Source: an optimization exercise on an open RTL-to-GDS flow (aim: small area, a short achievable clock period and few clock cycles). Production flows keep margins and buffers that such runs may drop. Only simulation tests tie the RTL to the original design; equivalence was not proved.

<file path="flow/config.mk">
export PLATFORM = sky130hd
export DESIGN_NAME = lawnmower_path_generator
export DESIGN_NICKNAME = lawnmower_path_generator
export VERILOG_FILES = /design/flow/design.v
export SDC_FILE = /design/flow/constraint.sdc
export NUM_CORES = 4
export LEC_CHECK = 0
export CAP_MARGIN = 20
export CORE_MARGIN = 2
export CORE_UTILIZATION = 40
export SLEW_MARGIN = 20
</file>
<file path="flow/constraint.sdc">
create_clock -name core_clock -period 7.5 [get_ports {i_clk}]
set_input_delay 1.5000 -clock core_clock [delete_from_list [all_inputs] [get_ports {i_clk}]]
set_output_delay 1.5000 -clock core_clock [all_outputs]
set_load 0.01 [all_outputs]
</file>
<file path="flow/design.v">
package lpg_pkg;
    localparam int LEN_W   = 24;    
    localparam int HALF_W  = 23;    
    localparam int TRIG_W  = 16;    
    localparam int COORD_W = 32;    
    localparam int PNUM_W  = 6;     
    localparam int IDX_W   = 3;     
    localparam int ACC_W   = 30;    
    localparam int OFS_W   = 25;    
    localparam int PROD_W  = OFS_W + TRIG_W;   
    localparam int SUM_W   = PROD_W + 1;       
    localparam int FRAC_W  = 14;               
    localparam int ROT_W   = SUM_W - FRAC_W;   
    localparam int MAX_WAYPOINTS_DEF = 64;
    localparam logic [IDX_W-1:0] REG_X_LENGTH     = 3'd0;
    localparam logic [IDX_W-1:0] REG_Y_LENGTH     = 3'd1;
    localparam logic [IDX_W-1:0] REG_STRIPE_WIDTH = 3'd2;
    localparam logic [IDX_W-1:0] REG_COS_BEARING  = 3'd3;
    localparam logic [IDX_W-1:0] REG_SIN_BEARING  = 3'd4;
    localparam logic [LEN_W-1:0]         RST_X_LENGTH     = 24'd5120;
    localparam logic [LEN_W-1:0]         RST_Y_LENGTH     = 24'd5120;
    localparam logic [LEN_W-1:0]         RST_STRIPE_WIDTH = 24'd2560;
    localparam logic signed [TRIG_W-1:0] RST_COS_BEARING  = 16'sd16384;
    localparam logic signed [TRIG_W-1:0] RST_SIN_BEARING  = 16'sd0;
    localparam logic signed [SUM_W-1:0] ROUND_HALF = SUM_W'(8192);
    typedef struct packed {
        logic [LEN_W-1:0]         x_length;
        logic [LEN_W-1:0]         y_length;
        logic [LEN_W-1:0]         stripe_width;
        logic signed [TRIG_W-1:0] cos_bearing;
        logic signed [TRIG_W-1:0] sin_bearing;
    } t_cfg;
    typedef struct packed {
        logic load;     
        logic setup;    
        logic step;     
    } t_cmd;
    typedef struct packed {
        logic gen_last;    
        logic pipe_busy;   
    } t_status;
endpackage
module lpg_ctrl (
    input  logic            i_clk,
    input  logic            i_rst_n,
    input  logic            i_start,
    input  lpg_pkg::t_status i_status,
    output lpg_pkg::t_cmd   o_cmd,
    output logic            o_busy
);
    localparam logic [1:0] ST_IDLE  = 2'd0;
    localparam logic [1:0] ST_SETUP = 2'd1;
    localparam logic [1:0] ST_GEN   = 2'd2;
    localparam logic [1:0] ST_DRAIN = 2'd3;
    logic [1:0] r_state;
    logic [1:0] n_state;
    always_comb begin
        n_state     = r_state;
        o_cmd       = '0;
        case (r_state)
            ST_IDLE: begin
                if (i_start) begin
                    o_cmd.load = 1'b1;
                    n_state    = ST_SETUP;
                end
            end
            ST_SETUP: begin
                o_cmd.setup = 1'b1;
                n_state     = ST_GEN;
            end
            ST_GEN: begin
                o_cmd.step = 1'b1;
                if (i_status.gen_last) begin
                    n_state = ST_DRAIN;
                end
            end
            ST_DRAIN: begin
                if (!i_status.pipe_busy) begin
                    n_state = ST_IDLE;
                end
            end
            default: begin
                n_state = ST_IDLE;
            end
        endcase
    end
    always_ff @(posedge i_clk) begin
        if (!i_rst_n) begin
            r_state <= ST_IDLE;
        end else begin
            r_state <= n_state;
        end
    end
    assign o_busy = (r_state != ST_IDLE);
endmodule
module lpg_datapath #(
    parameter int MAX_WAYPOINTS = lpg_pkg::MAX_WAYPOINTS_DEF
) (
    input  logic                               i_clk,
    input  logic                               i_rst_n,
    input  lpg_pkg::t_cfg                      i_cfg,
    input  lpg_pkg::t_cmd                      i_cmd,
    input  logic signed [lpg_pkg::COORD_W-1:0] i_center_x,
    input  logic signed [lpg_pkg::COORD_W-1:0] i_center_y,
    output lpg_pkg::t_status                   o_status,
    output logic                               o_valid,
    output logic signed [lpg_pkg::COORD_W-1:0] o_point_x,
    output logic signed [lpg_pkg::COORD_W-1:0] o_point_y,
    output logic [lpg_pkg::PNUM_W-1:0]         o_point_number,
    output logic                               o_last_point,
    output logic                               o_overflow
);
    localparam int COORD_W = lpg_pkg::COORD_W;
    localparam int HALF_W  = lpg_pkg::HALF_W;
    localparam int LEN_W   = lpg_pkg::LEN_W;
    localparam int ACC_W   = lpg_pkg::ACC_W;
    localparam int OFS_W   = lpg_pkg::OFS_W;
    localparam int PROD_W  = lpg_pkg::PROD_W;
    localparam int SUM_W   = lpg_pkg::SUM_W;
    localparam int FRAC_W  = lpg_pkg::FRAC_W;
    localparam int ROT_W   = lpg_pkg::ROT_W;
    localparam int PNUM_W  = lpg_pkg::PNUM_W;
    localparam int POS_W   = ACC_W + 1;
    localparam int EXT_W   = COORD_W + 1;
    localparam int OVF_STRIPES = (MAX_WAYPOINTS - 3) / 2 + 1;
    localparam logic [PNUM_W-1:0] LAST_PNUM = PNUM_W'(MAX_WAYPOINTS - 1);
    logic signed [COORD_W-1:0] r_cx;
    logic signed [COORD_W-1:0] r_cy;
    logic [HALF_W-1:0]         r_hx;
    logic [HALF_W-1:0]         r_hy;
    logic [LEN_W-1:0]          r_span;
    logic [LEN_W-1:0]          r_w;
    logic                      r_topdown;
    logic                      r_ovf;
    logic signed [lpg_pkg::TRIG_W-1:0] r_cos;
    logic signed [lpg_pkg::TRIG_W-1:0] r_sin;
    logic [PNUM_W-1:0] r_p;
    logic              r_side;    
    logic [ACC_W-1:0]  r_acc;     
    logic                    last_stripe;
    logic                    gen_last;
    logic signed [POS_W-1:0] hx_s;
    logic signed [POS_W-1:0] hy_s;
    logic signed [POS_W-1:0] acc_s;
    logic signed [POS_W-1:0] pos;
    logic signed [POS_W-1:0] side_ofs;
    logic [ACC_W-1:0]        ovf_prod;
    logic                    r_s0_valid, r_s1_valid, r_s2_valid, r_out_valid;
    logic [PNUM_W-1:0]       r_s0_pnum, r_s1_pnum, r_s2_pnum;
    logic                    r_s0_last, r_s1_last, r_s2_last;
    logic signed [OFS_W-1:0] r_s0_dx, r_s0_dy;
    logic signed [PROD_W-1:0] r_s1_xc, r_s1_ys, r_s1_yc, r_s1_xs;
    logic signed [ROT_W-1:0] r_s2_rx, r_s2_ry;
    logic signed [SUM_W-1:0] sum_x, sum_y;
    logic signed [EXT_W-1:0] ext_x, ext_y;
    logic signed [COORD_W-1:0] r_px, r_py;
    logic [PNUM_W-1:0]       r_out_pnum;
    logic                    r_out_last;
    assign ovf_prod = ACC_W'(r_w) * ACC_W'(OVF_STRIPES);
    always_ff @(posedge i_clk) begin
        if (i_cmd.load) begin
            r_cx      <= i_center_x;
            r_cy      <= i_center_y;
            r_hx      <= i_cfg.x_length[LEN_W-1:1];
            r_hy      <= i_cfg.y_length[LEN_W-1:1];
            r_w       <= (i_cfg.stripe_width == '0) ? LEN_W'(1) : i_cfg.stripe_width;
            r_topdown <= (i_cfg.x_length >= i_cfg.y_length);
            r_span    <= (i_cfg.x_length >= i_cfg.y_length) ?
                         {i_cfg.y_length[LEN_W-1:1], 1'b0} :
                         {i_cfg.x_length[LEN_W-1:1], 1'b0};
            r_cos     <= i_cfg.cos_bearing;
            r_sin     <= i_cfg.sin_bearing;
        end
        if (i_cmd.setup) begin
            r_ovf <= (ovf_prod < ACC_W'(r_span));
        end
    end
    assign hx_s  = $signed({{(POS_W-HALF_W){1'b0}}, r_hx});
    assign hy_s  = $signed({{(POS_W-HALF_W){1'b0}}, r_hy});
    assign acc_s = $signed({1'b0, r_acc});
    assign last_stripe = (r_acc != '0) && (r_acc >= ACC_W'(r_span));
    always_comb begin
        if (r_topdown) begin
            pos      = last_stripe ? -hy_s : (hy_s - acc_s);
            side_ofs = r_side ? -hx_s : hx_s;
        end else begin
            pos      = last_stripe ? hx_s : (acc_s - hx_s);
            side_ofs = r_side ? -hy_s : hy_s;
        end
    end
    assign gen_last = r_ovf ? (r_p == LAST_PNUM)
                            : ((r_p != '0) && !r_p[0] && last_stripe);
    always_ff @(posedge i_clk) begin
        if (i_cmd.load) begin
            r_p    <= '0;
            r_side <= 1'b1;
            r_acc  <= '0;
        end else if (i_cmd.step) begin
            r_p <= r_p + PNUM_W'(1);
            if (!r_p[0]) begin
                r_side <= !r_side;
            end else begin
                r_acc <= r_acc + ACC_W'(r_w);
            end
        end
    end
    always_ff @(posedge i_clk) begin
        if (!i_rst_n) begin
            r_s0_valid  <= 1'b0;
            r_s1_valid  <= 1'b0;
            r_s2_valid  <= 1'b0;
            r_out_valid <= 1'b0;
        end else begin
            r_s0_valid  <= i_cmd.step;
            r_s1_valid  <= r_s0_valid;
            r_s2_valid  <= r_s1_valid;
            r_out_valid <= r_s2_valid;
        end
    end
    always_ff @(posedge i_clk) begin
        r_s0_pnum <= r_p;
        r_s0_last <= gen_last;
        if (r_topdown) begin
            r_s0_dx <= side_ofs[OFS_W-1:0];
            r_s0_dy <= pos[OFS_W-1:0];
        end else begin
            r_s0_dx <= pos[OFS_W-1:0];
            r_s0_dy <= side_ofs[OFS_W-1:0];
        end
    end
    always_ff @(posedge i_clk) begin
        r_s1_pnum <= r_s0_pnum;
        r_s1_last <= r_s0_last;
        r_s1_xc   <= r_s0_dx * r_cos;
        r_s1_ys   <= r_s0_dy * r_sin;
        r_s1_yc   <= r_s0_dy * r_cos;
        r_s1_xs   <= r_s0_dx * r_sin;
    end
    assign sum_x = SUM_W'(r_s1_xc) + SUM_W'(r_s1_ys) + lpg_pkg::ROUND_HALF;
    assign sum_y = SUM_W'(r_s1_yc) - SUM_W'(r_s1_xs) + lpg_pkg::ROUND_HALF;
    always_ff @(posedge i_clk) begin
        r_s2_pnum <= r_s1_pnum;
        r_s2_last <= r_s1_last;
        r_s2_rx   <= sum_x[SUM_W-1:FRAC_W];
        r_s2_ry   <= sum_y[SUM_W-1:FRAC_W];
    end
    assign ext_x = EXT_W'(r_cx) + EXT_W'(r_s2_rx);
    assign ext_y = EXT_W'(r_cy) + EXT_W'(r_s2_ry);
    always_ff @(posedge i_clk) begin
        r_out_pnum <= r_s2_pnum;
        r_out_last <= r_s2_last;
        if (ext_x[EXT_W-1] != ext_x[EXT_W-2]) begin
            r_px <= ext_x[EXT_W-1] ? {1'b1, {(COORD_W-1){1'b0}}} : {1'b0, {(COORD_W-1){1'b1}}};
        end else begin
            r_px <= ext_x[COORD_W-1:0];
        end
        if (ext_y[EXT_W-1] != ext_y[EXT_W-2]) begin
            r_py <= ext_y[EXT_W-1] ? {1'b1, {(COORD_W-1){1'b0}}} : {1'b0, {(COORD_W-1){1'b1}}};
        end else begin
            r_py <= ext_y[COORD_W-1:0];
        end
    end
    assign o_status.gen_last  = gen_last;
    assign o_status.pipe_busy = r_s0_valid | r_s1_valid | r_s2_valid | r_out_valid;
    assign o_valid        = r_out_valid;
    assign o_point_x      = r_px;
    assign o_point_y      = r_py;
    assign o_point_number = r_out_pnum;
    assign o_last_point   = r_out_last;
    assign o_overflow     = r_ovf;
endmodule
module lawnmower_path_generator #(
    parameter int MAX_WAYPOINTS = lpg_pkg::MAX_WAYPOINTS_DEF
) (
    input  logic                               i_clk,
    input  logic                               i_rst_n,
    input  logic                               start,
    output logic                               busy,
    input  logic signed [lpg_pkg::COORD_W-1:0] i_center_x,
    input  logic signed [lpg_pkg::COORD_W-1:0] i_center_y,
    input  logic                               i_cfg_valid,
    output logic                               o_cfg_ready,
    input  logic [lpg_pkg::IDX_W-1:0]          i_cfg_index,
    input  logic [lpg_pkg::LEN_W-1:0]          i_cfg_data,
    output logic                               o_point_valid,
    output logic signed [lpg_pkg::COORD_W-1:0] o_point_x,
    output logic signed [lpg_pkg::COORD_W-1:0] o_point_y,
    output logic [lpg_pkg::PNUM_W-1:0]         o_point_number,
    output logic                               o_last_point,
    output logic                               o_overflow
);
    localparam int TRIG_W = lpg_pkg::TRIG_W;
    lpg_pkg::t_cfg    r_cfg;
    lpg_pkg::t_cmd    cmd;
    lpg_pkg::t_status status;
    assign o_cfg_ready = 1'b1;
    always_ff @(posedge i_clk) begin
        if (!i_rst_n) begin
            r_cfg.x_length     <= lpg_pkg::RST_X_LENGTH;
            r_cfg.y_length     <= lpg_pkg::RST_Y_LENGTH;
            r_cfg.stripe_width <= lpg_pkg::RST_STRIPE_WIDTH;
            r_cfg.cos_bearing  <= lpg_pkg::RST_COS_BEARING;
            r_cfg.sin_bearing  <= lpg_pkg::RST_SIN_BEARING;
        end else if (i_cfg_valid) begin
            case (i_cfg_index)
                lpg_pkg::REG_X_LENGTH:     r_cfg.x_length     <= i_cfg_data;
                lpg_pkg::REG_Y_LENGTH:     r_cfg.y_length     <= i_cfg_data;
                lpg_pkg::REG_STRIPE_WIDTH: r_cfg.stripe_width <= i_cfg_data;
                lpg_pkg::REG_COS_BEARING:  r_cfg.cos_bearing  <= $signed(i_cfg_data[TRIG_W-1:0]);
                lpg_pkg::REG_SIN_BEARING:  r_cfg.sin_bearing  <= $signed(i_cfg_data[TRIG_W-1:0]);
                default: begin
                end
            endcase
        end
    end
    lpg_ctrl u_ctrl (
        .i_clk    (i_clk),
        .i_rst_n  (i_rst_n),
        .i_start  (start),
        .i_status (status),
        .o_cmd    (cmd),
        .o_busy   (busy)
    );
    lpg_datapath #(
        .MAX_WAYPOINTS (MAX_WAYPOINTS)
    ) u_datapath (
        .i_clk          (i_clk),
        .i_rst_n        (i_rst_n),
        .i_cfg          (r_cfg),
        .i_cmd          (cmd),
        .i_center_x     (i_center_x),
        .i_center_y     (i_center_y),
        .o_status       (status),
        .o_valid        (o_point_valid),
        .o_point_x      (o_point_x),
        .o_point_y      (o_point_y),
        .o_point_number (o_point_number),
        .o_last_point   (o_last_point),
        .o_overflow     (o_overflow)
    );
endmodule
</file>
<file path="flow/run.sh">
#!/bin/bash
# synth_recipe.tcl (not shown) runs the flow's synth.tcl, then flattens the netlist and writes it again
# the make line also repeats each setting of config.mk as NAME=value (left out here)
make -C /OpenROAD-flow-scripts/flow DESIGN_CONFIG=/design/flow/config.mk WORK_HOME=/design/flow/orfs CLKGATE_MAP_FILE= SYNTH_SCRIPT=/design/flow/synth_recipe.tcl finish
</file>
==> flow_summary.ini <==
[critical_path]
critPathArrivalTime_ns = 7.89
required_ns = 8.08
path_class = reg2reg
critPathLaunchType = register
crit_fanout = 31
critPathSlowestCell = edfxtp_1
endpoint_kind = register
max_stage_delay_ns = 0.69
path_buf_inv = 6
critPathMostFrequentCell = fa_1
crit_path_cell_trace = buf_4 -> nand2_1 -> fa_1 -> inv_1 -> fa_1 -> inv_1 -> fa_1 -> inv_1 -> fa_1 -> fa_1 -> inv_1 -> fa_1 -> inv_1 -> ha_1 -> nand4_1 -> nor4_1 -> nor3_1 -> a31oi_1 -> o31a_1 -> o21ai_1 -> nand2_1 -> a311oi_2 -> o311ai_1 -> xnor2_1
path_delay_family = adder cells

[floorplanning]
ios = 170
die_x_um = 489
fp.coreArea_um2 = 235000
dieArea_um2 = 239000
rows = 178
die_y_um = 489
initial_core_util = 0.401

[sta]
setup_ws_ns = 0.186
drv_slew = 0
max_freq_mhz = 137
whs_ns = 0.324
period_minus_slack_ns = 7.31
fin_crit_sh = 0.975
maxSlewHeadroom = 0.278
tightest_slew_ns = 1.08
finalSetupViolCount = 0
rsz0062_at_grt = true
fin_skew_ns = 0.0293
hold_viol = 0

[layout]
layout-drive-gt1-share = 0.0415
fin_nets = 12781
area_growth_pct = 9.43
fin_area_um2 = 103000
final_util = 0.439

[synth]
avgSynthCellArea_um2 = 9.18
synthTopCellsByCount = inv_1 (2,124), fa_1 (1,622), nand2_1 (1,312)
ys_ff_latch = 700
synth_ff_type = dfxtp_1
synth_area_leaders = fa_1 (34%), dfxtp_1 (11%), ha_1 (11%)
synth.top_cell.area_share = 0.345
synth-edff-count = 191
synth_fp_nets = 12783
synth.distinct_cells = 97
yosys.area.top_type = fa_1
postSynthCellCount = 10260
yosys.cell_count.top_type = inv_1
synth_area_um2 = 94200
async_flop_share = 0
seq_area_frac_synth = 0.169
synth_warnings = 3

[routing]
ant_nets = 0
wl_per_cell_um = 19.8
drt-initial-drc-count = 5060
drc_errors = 0
drtPass1Iterations = 6
vias = 69644
wirelength_um = 267000
vias_per_cell = 5.16

[clock_network]
htreeDepth = 3
path_clk_slew_ns = 0.06
cts_tree = yes
cts_buffer_depth = 3
cts_root_buf = clkbuf_16
numCtsBuffers = 86
clk_latency_ns = 0.72
cts_num_sinks = 700

[job]
cap_violations = 0

[placement]
io_buffers = 168
place.gp.congestion = 0.905
place_area_um2 = 99800
hpwl_um = 211000
dpl_worst_slack_ns = -0.0774

[grt]
antenna_found_initial = 17
grt_overflow = 0
grt_pass1_vias = 72712
grtUsageTotal = 0.225
grt_max_degree = 125
grt_pass1_wl_um = 418000

[min_path]
hold_path_class = reg2reg

[outcome]
outcome = complete, no violations
-- kinds of logic after synthesis --
| family | share of synthesized area |
|---|---|
| simple gates | 0.141 |
| compound gates | 0.0957 |
| buf+inv | 0.103 |
| other cells | 0.0000398 |
| flops | 0.169 |
| xor+xnor | 0.0337 |
| fa+ha+maj | 0.456 |
| mux | 0.000651 |
-- metal layers --
metal	vias up	track usage	wire length [µm]
met3	436	0.0330	17900
met1	35103	0.312	119000
li1	31893	-	-
met4	6	0.0789	10300
met5	-	0	29
met2	2206	0.359	120000
-- flip-flops by register name (all words and copies together) (netlist names), 25 cells and up --
register	flops
u_datapath.r_py	32
u_datapath.r_s0_dx	25
u_datapath.r_s2_rx	28
u_datapath.r_px	32
u_datapath.r_acc	30
r_cfg	104
u_datapath.r_s0_dy	25
u_datapath.r_s1_xc	41
u_datapath.r_cx	32
u_datapath.r_s1_xs	41
u_datapath.r_s1_ys	41
u_datapath.r_s1_yc	41
u_datapath.r_s2_ry	28
u_datapath.r_cy	32
-- path summary, 6_finish.rpt --
check | startpoint | to | slack (ns) | cells past startpoint
worst max-delay path | u_datapath.r_cos[4] | u_datapath.r_s1_yc[40] | 0.19 | 24
worst min-delay path | u_datapath.r_s2_pnum[0] | u_datapath.r_out_pnum[0] | 0.32 | 0
worst max register to register | u_datapath.r_cos[4] | u_datapath.r_s1_yc[40] | 0.19 | 24
worst min register to register | u_datapath.r_s2_pnum[0] | u_datapath.r_out_pnum[0] | 0.32 | 0
-- timing repair --
action	CTS	global route
setup endpoints to repair	1	5
buffers inserted	0	12
cloned	0	0
resized for setup	1	4
pin swaps	0	0
hold buffers	0	0
-- cell usage in the layout (no fill, tap or decap), types with 167 or more instances in the layout --
| cell type | netlist | final |
|---|---|---|
| a21o_1 | 184 | 184 |
| fa_1 | 1622 | 1622 |
| ha_1 | 806 | 806 |
| o21ai_0 | 197 | 197 |
| edfxtp_1 | 191 | 191 |
| clkdlybuf4s50_1 | 0 | 167 |
| dfxtp_1 | 509 | 508 |
| nor2_1 | 327 | 327 |
| nand2_1 | 1312 | 1312 |
| a21oi_1 | 379 | 379 |
| xnor2_1 | 239 | 239 |
| and2_1 | 662 | 662 |
| inv_1 | 2124 | 2124 |
-- metrics by stage --
step | setup TNS (ns) | std cells
2_1_floorplan | 0 | 10260
3_3_place_gp | -0.116 | 13306
3_5_place_dp | -0.0774 | 13306
4_1_cts | 0 | 13468
5_1_grt | -0.0440 | 13484
6_report | 0 | 13485
-- cell type report --
type | count | area (µm²)
flip-flops and latches | 700 | 15900
repair buffers | 367 | 3650
fillers | 22651 | 132000
diodes | 3 | 7.51
inverters | 2126 | 7990
well taps | 3150 | 3940
clock buffers | 111 | 2500
clock inverters | 51 | 507
multi-input cells | 6977 | 68500
Testbench counts, summed over its fixed seeds: cycles 33,014.

==> static timing again, ports no longer ideal <==
In the flow no input, the clock included, has a driving cell. The finished layout below was timed again as built, in two steps.
Step 1 assumes that a clkbuf_16 drives the clock port and a buf_2 every other input.
Step 2 adds t to the input delays and takes it off the output delays; t is the mean of the earliest and latest rising clock arrival at the registers after step 1. Input paths then give back, and output paths get back, about the clock's delay inside the block.
Three values: no drivers, after step 1, after step 2; two values: the first two.
t (ns): 0.796
slack for setup (ns): 0.186 / 0.186 / 0.186
hold slack, ns: 0.324 / 0.324 / 0.324
latest minus earliest clock arrival (ns): 0.033 / 0.032
After both steps setup and hold are still met in this run. For this run, drivers alone change the setup slack by 0.000 ns; drivers and shift together by 0.000 ns.
